Background: an optimization exercise with open tools, aiming at small area and a short achievable clock period. Do not read the settings as production practice. In this exercise RTL edits were held to simulation tests only and were not proved equivalent to the original. Power figures rest on the tool's default switching activity, not on a simulated workload.

==> try-yarrow <==
==> flow/design.v (excerpt) <==
module rab_top (
  input  logic        Clk_CI,
  input  logic        Rst_RBI,
  input  logic [31:0] port1_addr,
  input  logic [7:0]  port1_len,
  input  logic [2:0]  port1_size,
  input  logic        port1_rw,
  input  logic [5:0]  port1_ctrl,
  input  logic [31:0] port2_addr,
  input  logic [7:0]  port2_len,
  input  logic [2:0]  port2_size,
  input  logic        port2_rw,
  input  logic [5:0]  port2_ctrl,
  input  logic        port1_valid,
  input  logic        port2_valid,
  input  logic        port1_sent,
  input  logic        port2_sent,
  input  logic        cfg_wen,
  input  logic [3:0]  cfg_addr,
  input  logic [63:0] cfg_data,
  output logic        port1_accept,
  output logic        port1_drop,
  output logic        port2_accept,
  output logic        port2_drop,
  output logic        int_miss,
  output logic        int_prot,
  output logic        int_multi,
  output logic [39:0] out_addr
);
clock: 16.0 ns
lec_check: 0
abc_area: 1
cap_margin: 20
core_margin: 2
core_utilization: 40
setup_slack_margin: 5
slew_margin: 20
standard.sh (not shown) runs the stock make flow with config.mk's settings and CLKGATE_MAP_FILE= SYNTH_SCRIPT=/design/flow/synth_recipe.tcl, a recipe that flattens the netlist after the stock synthesis.
==> flow/flow/run.sh <==
#!/bin/bash
set -euo pipefail
bash standard.sh SETUP_SLACK_MARGIN=8 finish > standard.log 2>&1
==> inputs of try-garnet, as changes to try-yarrow <==
--- a/flow/design.v
+++ b/flow/design.v
@@ -13,16 +13,18 @@
     logic [LEN_WIDTH-1:0]  len;    
     logic [SIZE_WIDTH-1:0] size;   
     logic                  rw;     
     logic [USER_WIDTH-1:0] ctrl;
   } axi_req_t;
   typedef struct packed {
-    virt_addr_t addr_min;   
-    virt_addr_t addr_max;   
-    logic       rw;
-    logic       skip;       
+    virt_addr_t  addr_min;     
+    logic [2:0]  align_lo;     
+    logic [14:0] bytes_m1;     
+    logic        max_wraps;    
+    logic        rw;
+    logic        skip;         
   } burst_range_t;
 endpackage
 package rab_slice_pkg;
   localparam int N_SLICES       = 4;
   localparam int REGS_PER_SLICE = 4;
   localparam int CFG_ADDR_WIDTH = 4;
@@ -58,45 +60,46 @@
 endpackage
 import rab_axi_pkg::*;
 module rab_burst_range (
   input  rab_axi_pkg::axi_req_t     req,
   output rab_axi_pkg::burst_range_t range
 );
-  function automatic logic [31:0] add32(input logic [31:0] a, input logic [31:0] b);
-    logic [31:0] g, p, cg, cp;
-    g  = a & b;
-    p  = a ^ b;
-    cg = g;
-    cp = p;
-    for (int w = 1; w < 32; w = w * 2)
-      for (int j = 31; j >= 0; j--)
-        if ((j / w) % 2 == 1)
-        begin
-          cg[j] = cg[j] | (cp[j] & cg[(j / w) * w - 1]);
-          cp[j] = cp[j] & cp[(j / w) * w - 1];
-        end
-    add32 = p ^ {cg[30:0], 1'b0};
-  endfunction
   logic [14:0] bytes_m1;
   logic [2:0]  low_keep;   
+  logic [31:0] aligned;
+  function automatic logic carry15(input logic [14:0] a, input logic [14:0] b);
+    logic [15:0] g, p;
+    g = {1'b0, a & b};
+    p = {1'b1, a | b};
+    for (int w = 1; w < 16; w = w * 2)
+      for (int j = 0; j < 16; j = j + 2 * w)
+      begin
+        g[j] = g[j + w] | (p[j + w] & g[j]);
+        p[j] = p[j + w] & p[j];
+      end
+    carry15 = g[0];
+  endfunction
   always_comb
   begin
     bytes_m1 = (15'(req.len) << req.size) | ~(15'h7fff << req.size);
     case (req.size)
       3'd1:    low_keep = 3'b110;
       3'd2:    low_keep = 3'b100;
       3'd3:    low_keep = 3'b000;
       default: low_keep = 3'b111;
     endcase
+    aligned = {req.addr[31:3], req.addr[2:0] & low_keep};
   end
   always_comb
   begin
-    range.addr_min = req.addr;
-    range.addr_max = add32({req.addr[31:3], req.addr[2:0] & low_keep}, 32'(bytes_m1));
-    range.rw       = req.rw;
-    range.skip     = &req.ctrl;
+    range.addr_min  = req.addr;
+    range.align_lo  = aligned[2:0];
+    range.bytes_m1  = bytes_m1;
+    range.max_wraps = (&aligned[31:15]) & carry15(aligned[14:0], bytes_m1);
+    range.rw        = req.rw;
+    range.skip      = &req.ctrl;
   end
 endmodule
 import rab_axi_pkg::*;
 import rab_slice_pkg::*;
 module rab_slice_table (
   input  logic                      Clk_CI,
@@ -104,13 +107,13 @@
   input  logic                      cfg_wen,
   input  rab_slice_pkg::cfg_write_t cfg_wr,
   input  rab_axi_pkg::burst_range_t sel_range,
   output logic [N_SLICES-1:0]       slice_hit,
   output logic [N_SLICES-1:0]       slice_perm,   
   output logic [39:0]               off_sel,      
-  output logic [31:0]               diff_sel      
+  output logic [31:0]               start_sel     
 );
   logic [31:0]         start_q  [N_SLICES];
   logic [31:0]         end_q    [N_SLICES];
   logic [39:0]         offset_q [N_SLICES];
   logic [N_SLICES-1:0] start_wr_q, end_wr_q, offset_wr_q;
   logic [N_SLICES-1:0] en_q, rd_ok_q, wr_ok_q;
@@ -159,65 +162,68 @@
             end
           endcase
         end
       end
     end
   end
+  function automatic logic max_le(input logic [31:0] e, input logic [31:0] x,
+                                  input logic [31:0] y, input logic wraps);
+    logic [31:0] s, k, t, g, p;
+    logic        cout, u32, u33;
+    s = e ^ ~x ^ ~y;
+    k = (e & ~x) | (e & ~y) | (~x & ~y);
+    t = {k[30:0], 1'b1};
+    g = s & t;
+    p = s | t;
+    g[0] = g[0] | p[0];   
+    for (int w = 1; w < 32; w = w * 2)
+      for (int j = 0; j < 32; j = j + 2 * w)
+      begin
+        g[j] = g[j + w] | (p[j + w] & g[j]);
+        p[j] = p[j + w] & p[j];
+      end
+    cout = g[0];
+    u32 = k[31] ^ cout;
+    u33 = k[31] & cout;
+    max_le = wraps ? u32 : u33;
+  endfunction
   function automatic logic le32(input logic [31:0] a, input logic [31:0] b);
     logic [31:0] gt, lt;
     gt = a & ~b;
     lt = ~a & b;
     for (int w = 1; w < 32; w = w * 2)
       for (int j = 0; j < 32; j = j + 2 * w)
       begin
         gt[j] = gt[j + w] | (~lt[j + w] & gt[j]);
         lt[j] = lt[j + w] | (~gt[j + w] & lt[j]);
       end
     le32 = !gt[0];
   endfunction
-  function automatic logic [32:0] sub32(input logic [31:0] a, input logic [31:0] b);
-    logic [31:0] g, p, cg, cp;
-    g  = a & ~b;
-    p  = ~(a ^ b);
-    cg = g;
-    cp = p;
-    cg[0] = g[0] | p[0];   
-    for (int w = 1; w < 32; w = w * 2)
-      for (int j = 31; j >= 0; j--)
-        if ((j / w) % 2 == 1)
-        begin
-          cg[j] = cg[j] | (cp[j] & cg[(j / w) * w - 1]);
-          cp[j] = cp[j] & cp[(j / w) * w - 1];
-        end
-    sub32 = {cg[31], p ^ {cg[30:0], 1'b1}};
-  endfunction
-  logic        max_is_zero;
-  logic [32:0] start_diff [N_SLICES];   
-  assign max_is_zero = ~|sel_range.addr_max;
+  logic [31:0] max_x, max_y;   
+  logic        max_zero;       
+  assign max_x = {sel_range.addr_min[31:3], sel_range.align_lo};
+  assign max_y = 32'(sel_range.bytes_m1);
+  assign max_zero = ~(max_x[0] ^ max_y[0])
+                    & ((max_x[31:1] ^ max_y[31:1]) == (max_x[30:0] | max_y[30:0]));
   always_comb
   begin
-    off_sel  = '0;
-    diff_sel = '0;
+    off_sel   = '0;
+    start_sel = '0;
     for (int i = 0; i < N_SLICES; i++)
     begin
-      start_diff[i] = start_wr_q[i] ? sub32(sel_range.addr_min, start_q[i])
-                                    : {1'b1, sel_range.addr_min};
-      slice_hit[i]  = en_q[i] && start_diff[i][32]
-                      && (end_wr_q[i] ? le32(sel_range.addr_max, end_q[i]) : max_is_zero);
+      slice_hit[i]  = en_q[i]
+                      && (!start_wr_q[i] || le32(start_q[i], sel_range.addr_min))
+                      && (end_wr_q[i] ? max_le(end_q[i], max_x, max_y, sel_range.max_wraps)
+                                      : max_zero);
       slice_perm[i] = sel_range.rw ? wr_ok_q[i] : rd_ok_q[i];
-      if (slice_hit[i])
+      if (slice_hit[i] && !sel_range.skip)
       begin
-        if (offset_wr_q[i]) off_sel = off_sel | offset_q[i];
-        diff_sel = diff_sel | start_diff[i][31:0];
+        if (offset_wr_q[i]) off_sel   = off_sel   | offset_q[i];
+        if (start_wr_q[i])  start_sel = start_sel | start_q[i];
       end
     end
-    if (sel_range.skip)
-    begin
-      off_sel  = '0;
-      diff_sel = sel_range.addr_min;
-    end
   end
 endmodule
 import rab_axi_pkg::*;
 module rab_port_ctrl (
   input  logic                      Clk_CI,
   input  logic                      Rst_RBI,
@@ -226,13 +232,14 @@
   input  logic                      port1_sent,
   input  logic                      port2_sent,
   input  logic                      sel_skip,
   input  logic [3:0]                slice_hit,
   input  logic [3:0]                slice_perm,
   input  logic [39:0]               off_sel,
-  input  logic [31:0]               diff_sel,
+  input  logic [31:0]               start_sel,
+  input  logic [31:0]               sel_addr,
   output logic                      select_p1,
   output logic                      port1_accept,
   output logic                      port1_drop,
   output logic                      port2_accept,
   output logic                      port2_drop,
   output logic                      int_miss,
@@ -293,22 +300,29 @@
           cg[j] = cg[j] | (cp[j] & cg[(j / w) * w - 1]);
           cp[j] = cp[j] & cp[(j / w) * w - 1];
         end
     add40 = p ^ {cg[38:0], 1'b0};
   endfunction
   logic [39:0] off_q;
-  logic [31:0] diff_q;
+  logic [31:0] addr_q;
+  logic [31:0] start_q;
+  logic [39:0] csa_a, csa_b, csa_s, csa_k;
   always_ff @(posedge Clk_CI)
   begin
     if (idle)
     begin
-      off_q  <= off_sel;
-      diff_q <= diff_sel;
+      off_q   <= off_sel;
+      addr_q  <= sel_addr;
+      start_q <= start_sel;
     end
   end
-  assign out_addr = add40(off_q, 40'(diff_q));
+  assign csa_a = {8'd0, addr_q};
+  assign csa_b = ~{8'd0, start_q};
+  assign csa_s = off_q ^ csa_a ^ csa_b;
+  assign csa_k = (off_q & csa_a) | (off_q & csa_b) | (csa_a & csa_b);
+  assign out_addr = add40(csa_s, {csa_k[38:0], 1'b1});
 endmodule
 import rab_axi_pkg::*;
 import rab_slice_pkg::*;
 module rab_core (
   input  logic                      Clk_CI,
   input  logic                      Rst_RBI,
@@ -333,13 +347,13 @@
   rab_axi_pkg::burst_range_t port1_range;
   rab_axi_pkg::burst_range_t port2_range;
   rab_axi_pkg::burst_range_t sel_range;   
   logic [N_SLICES-1:0]       slice_hit;
   logic [N_SLICES-1:0]       slice_perm;
   logic [39:0]               off_sel;
-  logic [31:0]               diff_sel;
+  logic [31:0]               start_sel;
   rab_burst_range u_port1_range (
     .req   (port1_req),
     .range (port1_range)
   );
   rab_burst_range u_port2_range (
     .req   (port2_req),
@@ -352,26 +366,27 @@
     .cfg_wen    (cfg_wen),
     .cfg_wr     (cfg_wr),
     .sel_range  (sel_range),
     .slice_hit  (slice_hit),
     .slice_perm (slice_perm),
     .off_sel    (off_sel),
-    .diff_sel   (diff_sel)
+    .start_sel  (start_sel)
   );
   rab_port_ctrl u_port_ctrl (
     .Clk_CI       (Clk_CI),
     .Rst_RBI      (Rst_RBI),
     .port1_valid  (port1_valid),
     .port2_valid  (port2_valid),
     .port1_sent   (port1_sent),
     .port2_sent   (port2_sent),
     .sel_skip     (sel_range.skip),
     .slice_hit    (slice_hit),
     .slice_perm   (slice_perm),
     .off_sel      (off_sel),
-    .diff_sel     (diff_sel),
+    .start_sel    (start_sel),
+    .sel_addr     (sel_range.addr_min),
     .select_p1    (select_p1),
     .port1_accept (port1_accept),
     .port1_drop   (port1_drop),
     .port2_accept (port2_accept),
     .port2_drop   (port2_drop),
     .int_miss     (int_miss),
==> inputs of try-ember, as changes to try-yarrow <==
--- a/flow/design.v
+++ b/flow/design.v
@@ -58,27 +58,12 @@
 endpackage
 import rab_axi_pkg::*;
 module rab_burst_range (
   input  rab_axi_pkg::axi_req_t     req,
   output rab_axi_pkg::burst_range_t range
 );
-  function automatic logic [31:0] add32(input logic [31:0] a, input logic [31:0] b);
-    logic [31:0] g, p, cg, cp;
-    g  = a & b;
-    p  = a ^ b;
-    cg = g;
-    cp = p;
-    for (int w = 1; w < 32; w = w * 2)
-      for (int j = 31; j >= 0; j--)
-        if ((j / w) % 2 == 1)
-        begin
-          cg[j] = cg[j] | (cp[j] & cg[(j / w) * w - 1]);
-          cp[j] = cp[j] & cp[(j / w) * w - 1];
-        end
-    add32 = p ^ {cg[30:0], 1'b0};
-  endfunction
   logic [14:0] bytes_m1;
   logic [2:0]  low_keep;   
   always_comb
   begin
     bytes_m1 = (15'(req.len) << req.size) | ~(15'h7fff << req.size);
     case (req.size)
@@ -88,13 +73,13 @@
       default: low_keep = 3'b111;
     endcase
   end
   always_comb
   begin
     range.addr_min = req.addr;
-    range.addr_max = add32({req.addr[31:3], req.addr[2:0] & low_keep}, 32'(bytes_m1));
+    range.addr_max = {req.addr[31:3], req.addr[2:0] & low_keep} + 32'(bytes_m1);
     range.rw       = req.rw;
     range.skip     = &req.ctrl;
   end
 endmodule
 import rab_axi_pkg::*;
 import rab_slice_pkg::*;
@@ -103,14 +88,13 @@
   input  logic                      Rst_RBI,
   input  logic                      cfg_wen,
   input  rab_slice_pkg::cfg_write_t cfg_wr,
   input  rab_axi_pkg::burst_range_t sel_range,
   output logic [N_SLICES-1:0]       slice_hit,
   output logic [N_SLICES-1:0]       slice_perm,   
-  output logic [39:0]               off_sel,      
-  output logic [31:0]               diff_sel      
+  output rab_axi_pkg::phys_addr_t   xlat_addr     
 );
   logic [31:0]         start_q  [N_SLICES];
   logic [31:0]         end_q    [N_SLICES];
   logic [39:0]         offset_q [N_SLICES];
   logic [N_SLICES-1:0] start_wr_q, end_wr_q, offset_wr_q;
   logic [N_SLICES-1:0] en_q, rd_ok_q, wr_ok_q;
@@ -171,53 +155,33 @@
       begin
         gt[j] = gt[j + w] | (~lt[j + w] & gt[j]);
         lt[j] = lt[j + w] | (~gt[j + w] & lt[j]);
       end
     le32 = !gt[0];
   endfunction
-  function automatic logic [32:0] sub32(input logic [31:0] a, input logic [31:0] b);
-    logic [31:0] g, p, cg, cp;
-    g  = a & ~b;
-    p  = ~(a ^ b);
-    cg = g;
-    cp = p;
-    cg[0] = g[0] | p[0];   
-    for (int w = 1; w < 32; w = w * 2)
-      for (int j = 31; j >= 0; j--)
-        if ((j / w) % 2 == 1)
-        begin
-          cg[j] = cg[j] | (cp[j] & cg[(j / w) * w - 1]);
-          cp[j] = cp[j] & cp[(j / w) * w - 1];
-        end
-    sub32 = {cg[31], p ^ {cg[30:0], 1'b1}};
-  endfunction
   logic        max_is_zero;
-  logic [32:0] start_diff [N_SLICES];   
+  logic [39:0] off_sel;
+  logic [31:0] start_sel;
   assign max_is_zero = ~|sel_range.addr_max;
   always_comb
   begin
-    off_sel  = '0;
-    diff_sel = '0;
+    off_sel   = '0;
+    start_sel = '0;
     for (int i = 0; i < N_SLICES; i++)
     begin
-      start_diff[i] = start_wr_q[i] ? sub32(sel_range.addr_min, start_q[i])
-                                    : {1'b1, sel_range.addr_min};
-      slice_hit[i]  = en_q[i] && start_diff[i][32]
+      slice_hit[i]  = en_q[i]
+                      && (!start_wr_q[i] || le32(start_q[i], sel_range.addr_min))
                       && (end_wr_q[i] ? le32(sel_range.addr_max, end_q[i]) : max_is_zero);
       slice_perm[i] = sel_range.rw ? wr_ok_q[i] : rd_ok_q[i];
-      if (slice_hit[i])
+      if (slice_hit[i] && !sel_range.skip)
       begin
-        if (offset_wr_q[i]) off_sel = off_sel | offset_q[i];
-        diff_sel = diff_sel | start_diff[i][31:0];
+        if (offset_wr_q[i]) off_sel   = off_sel   | offset_q[i];
+        if (start_wr_q[i])  start_sel = start_sel | start_q[i];
       end
     end
-    if (sel_range.skip)
-    begin
-      off_sel  = '0;
-      diff_sel = sel_range.addr_min;
-    end
+    xlat_addr = off_sel + 40'(sel_range.addr_min) - 40'(start_sel);
   end
 endmodule
 import rab_axi_pkg::*;
 module rab_port_ctrl (
   input  logic                      Clk_CI,
   input  logic                      Rst_RBI,
@@ -225,14 +189,13 @@
   input  logic                      port2_valid,
   input  logic                      port1_sent,
   input  logic                      port2_sent,
   input  logic                      sel_skip,
   input  logic [3:0]                slice_hit,
   input  logic [3:0]                slice_perm,
-  input  logic [39:0]               off_sel,
-  input  logic [31:0]               diff_sel,
+  input  rab_axi_pkg::phys_addr_t   xlat_addr,
   output logic                      select_p1,
   output logic                      port1_accept,
   output logic                      port1_drop,
   output logic                      port2_accept,
   output logic                      port2_drop,
   output logic                      int_miss,
@@ -277,38 +240,19 @@
       port2_drop   <= decide & ~dec_accept & ~select_p1;
       int_miss     <= decide & ~sel_skip & ~any_hit;
       int_prot     <= decide & ~sel_skip & any_hit & ~multi_hit & ~perm_ok;
       int_multi    <= decide & ~sel_skip & multi_hit;
     end
   end
-  function automatic logic [39:0] add40(input logic [39:0] a, input logic [39:0] b);
-    logic [39:0] g, p, cg, cp;
-    g  = a & b;
-    p  = a ^ b;
-    cg = g;
-    cp = p;
-    for (int w = 1; w < 40; w = w * 2)
-      for (int j = 39; j >= 0; j--)
-        if ((j / w) % 2 == 1)
-        begin
-          cg[j] = cg[j] | (cp[j] & cg[(j / w) * w - 1]);
-          cp[j] = cp[j] & cp[(j / w) * w - 1];
-        end
-    add40 = p ^ {cg[38:0], 1'b0};
-  endfunction
-  logic [39:0] off_q;
-  logic [31:0] diff_q;
-  always_ff @(posedge Clk_CI)
+  always_ff @(posedge Clk_CI or negedge Rst_RBI)
   begin
-    if (idle)
-    begin
-      off_q  <= off_sel;
-      diff_q <= diff_sel;
-    end
+    if (!Rst_RBI)
+      out_addr <= '0;
+    else if (idle)
+      out_addr <= xlat_addr;
   end
-  assign out_addr = add40(off_q, 40'(diff_q));
 endmodule
 import rab_axi_pkg::*;
 import rab_slice_pkg::*;
 module rab_core (
   input  logic                      Clk_CI,
   input  logic                      Rst_RBI,
@@ -327,51 +271,43 @@
   output logic                      int_miss,
   output logic                      int_prot,
   output logic                      int_multi,
   output rab_axi_pkg::phys_addr_t   out_addr
 );
   logic                      select_p1;
-  rab_axi_pkg::burst_range_t port1_range;
-  rab_axi_pkg::burst_range_t port2_range;
-  rab_axi_pkg::burst_range_t sel_range;   
+  rab_axi_pkg::axi_req_t     sel_req;     
+  rab_axi_pkg::burst_range_t sel_range;
   logic [N_SLICES-1:0]       slice_hit;
   logic [N_SLICES-1:0]       slice_perm;
-  logic [39:0]               off_sel;
-  logic [31:0]               diff_sel;
-  rab_burst_range u_port1_range (
-    .req   (port1_req),
-    .range (port1_range)
-  );
-  rab_burst_range u_port2_range (
-    .req   (port2_req),
-    .range (port2_range)
+  rab_axi_pkg::phys_addr_t   xlat_addr;
+  assign sel_req = select_p1 ? port1_req : port2_req;
+  rab_burst_range u_range (
+    .req   (sel_req),
+    .range (sel_range)
   );
-  assign sel_range = select_p1 ? port1_range : port2_range;
   rab_slice_table u_slice_table (
     .Clk_CI     (Clk_CI),
     .Rst_RBI    (Rst_RBI),
     .cfg_wen    (cfg_wen),
     .cfg_wr     (cfg_wr),
     .sel_range  (sel_range),
     .slice_hit  (slice_hit),
     .slice_perm (slice_perm),
-    .off_sel    (off_sel),
-    .diff_sel   (diff_sel)
+    .xlat_addr  (xlat_addr)
   );
   rab_port_ctrl u_port_ctrl (
     .Clk_CI       (Clk_CI),
     .Rst_RBI      (Rst_RBI),
     .port1_valid  (port1_valid),
     .port2_valid  (port2_valid),
     .port1_sent   (port1_sent),
     .port2_sent   (port2_sent),
     .sel_skip     (sel_range.skip),
     .slice_hit    (slice_hit),
     .slice_perm   (slice_perm),
-    .off_sel      (off_sel),
-    .diff_sel     (diff_sel),
+    .xlat_addr    (xlat_addr),
     .select_p1    (select_p1),
     .port1_accept (port1_accept),
     .port1_drop   (port1_drop),
     .port2_accept (port2_accept),
     .port2_drop   (port2_drop),
     .int_miss     (int_miss),
==> flow/run.sh (new file) <==
#!/bin/bash
# synth_recipe.tcl (not shown) runs the flow's synth.tcl, then flattens the netlist and writes it again
# the make line also repeats each setting of config.mk as NAME=value (left out here)
make -C /OpenROAD-flow-scripts/flow DESIGN_CONFIG=/design/flow/config.mk WORK_HOME=/design/flow/orfs CLKGATE_MAP_FILE= SYNTH_SCRIPT=/design/flow/synth_recipe.tcl finish
ABC_AREA = unset   (was 1)
CORE_UTILIZATION = 60   (was 40)
removed: flow/flow/run.sh
removed: flow/standard.sh
==> notes <==
- try-garnet passed the timing, design-rule and antenna checks. try-yarrow went through all stages and came out clean. try-ember passed the timing, design-rule and antenna checks.
- Between try-garnet and try-ember, the lower sequential power is in try-ember (gap about 21%, measured against try-ember).
- Between try-ember and try-yarrow, the lower sequential share of layout area is in try-yarrow (gap 1.9 points).
- The highest flip-flop and latch count belongs to try-garnet, the lowest to try-ember.
- Clock skew: try-ember is lower than try-yarrow (9.8 ps).
- The highest area after synthesis belongs to try-yarrow, the lowest to try-ember.
- Clock power, highest first: try-garnet, try-yarrow, try-ember.
- First-iteration DRC count, highest first: try-ember, try-yarrow, try-garnet.
- Total power, highest first: try-garnet, try-ember, try-yarrow.
==> figures <==
|  | try-garnet | try-yarrow | try-ember |
|---|---|---|---|
| CP dominant cell by count | sky130_fd_sc_hd__nand3_1 | sky130_fd_sc_hd__nand2_1 | sky130_fd_sc_hd__buf_4 |
| Clock buffer count in the final layout | 73 | 71 | 68 |
| Post-Layout Inst Area | 37500 um2 | 39600 um2 | 35000 um2 |
| Comb pwr | 3.47 mW | 1.91 mW | 3.06 mW |
| Worst skew pair latency | 640 ps | 630 ps | 620 ps |
| Highest Clock Rate | 128 MHz | 129 MHz | 79.1 MHz |
| Flip-flop and latch count after synthesis | 552 | 520 | 488 |
| Setup slack of the most critical reg-to-reg path | 10870 ps | 10910 ps | 5610 ps |
| Outcome | timing/DRC/antenna clean | timing/DRC/antenna clean | timing/DRC/antenna clean |
| Post-CTS Setup Inserts | 25 | 5 | 57 |
| Combinational share of power | 0.510 | 0.382 | 0.527 |
| Reg2reg end | u_core.u_port_ctrl.start_q[24] | u_core.u_port_ctrl.diff_q[7] | u_core.u_port_ctrl.out_addr[39] |
| Cell area after synthesis | 31400 um2 | 33500 um2 | 27700 um2 |
| Initial Utilization | 0.405 | 0.402 | 0.609 |
| Inserted Clock Buffers | 60 | 60 | 52 |
| Number of signal-net inverters in the final layout | 548 | 617 | 186 |
| Worst setup endpoint | u_core.u_port_ctrl.start_q[24] | u_core.u_port_ctrl.diff_q[7] | u_core.u_port_ctrl.out_addr[39] |

==> what the ideal ports hide <==
How much do the figures lean on ideal ports? The routed layouts below were timed once more, with nothing changed but the port constraints. Step 1 assumes that a clkbuf_16 drives the clock port and a buf_2 every other input. Step 2 also shifts input and output timing later by t, the mid clock arrival at the registers, as if the neighbouring blocks saw the same clock. Slacks: ideal / step 1 / step 2; pairs: ideal / step 1.
| run | t (ns) | setup WS [ns] | hold slack, ns | pins driven straight from the clock port |
|---|---|---|---|---|
| try-yarrow | 0.687 | 8.254 / 8.295 / 7.608 | 0.488 / 0.488 / 0.488 | 1 |
| try-garnet | 0.684 | 8.186 / 8.134 / 7.537 | 0.488 / 0.488 / 0.488 | 1 |
| try-ember | 0.669 | 3.357 / 3.357 / 2.688 | 0.463 / 0.463 / 0.463 | 1 |
After both steps setup and hold are still met in every run listed. For try-ember, which loses most, drivers alone change the setup slack by 0.000 ns; drivers and shift together by -0.669 ns.
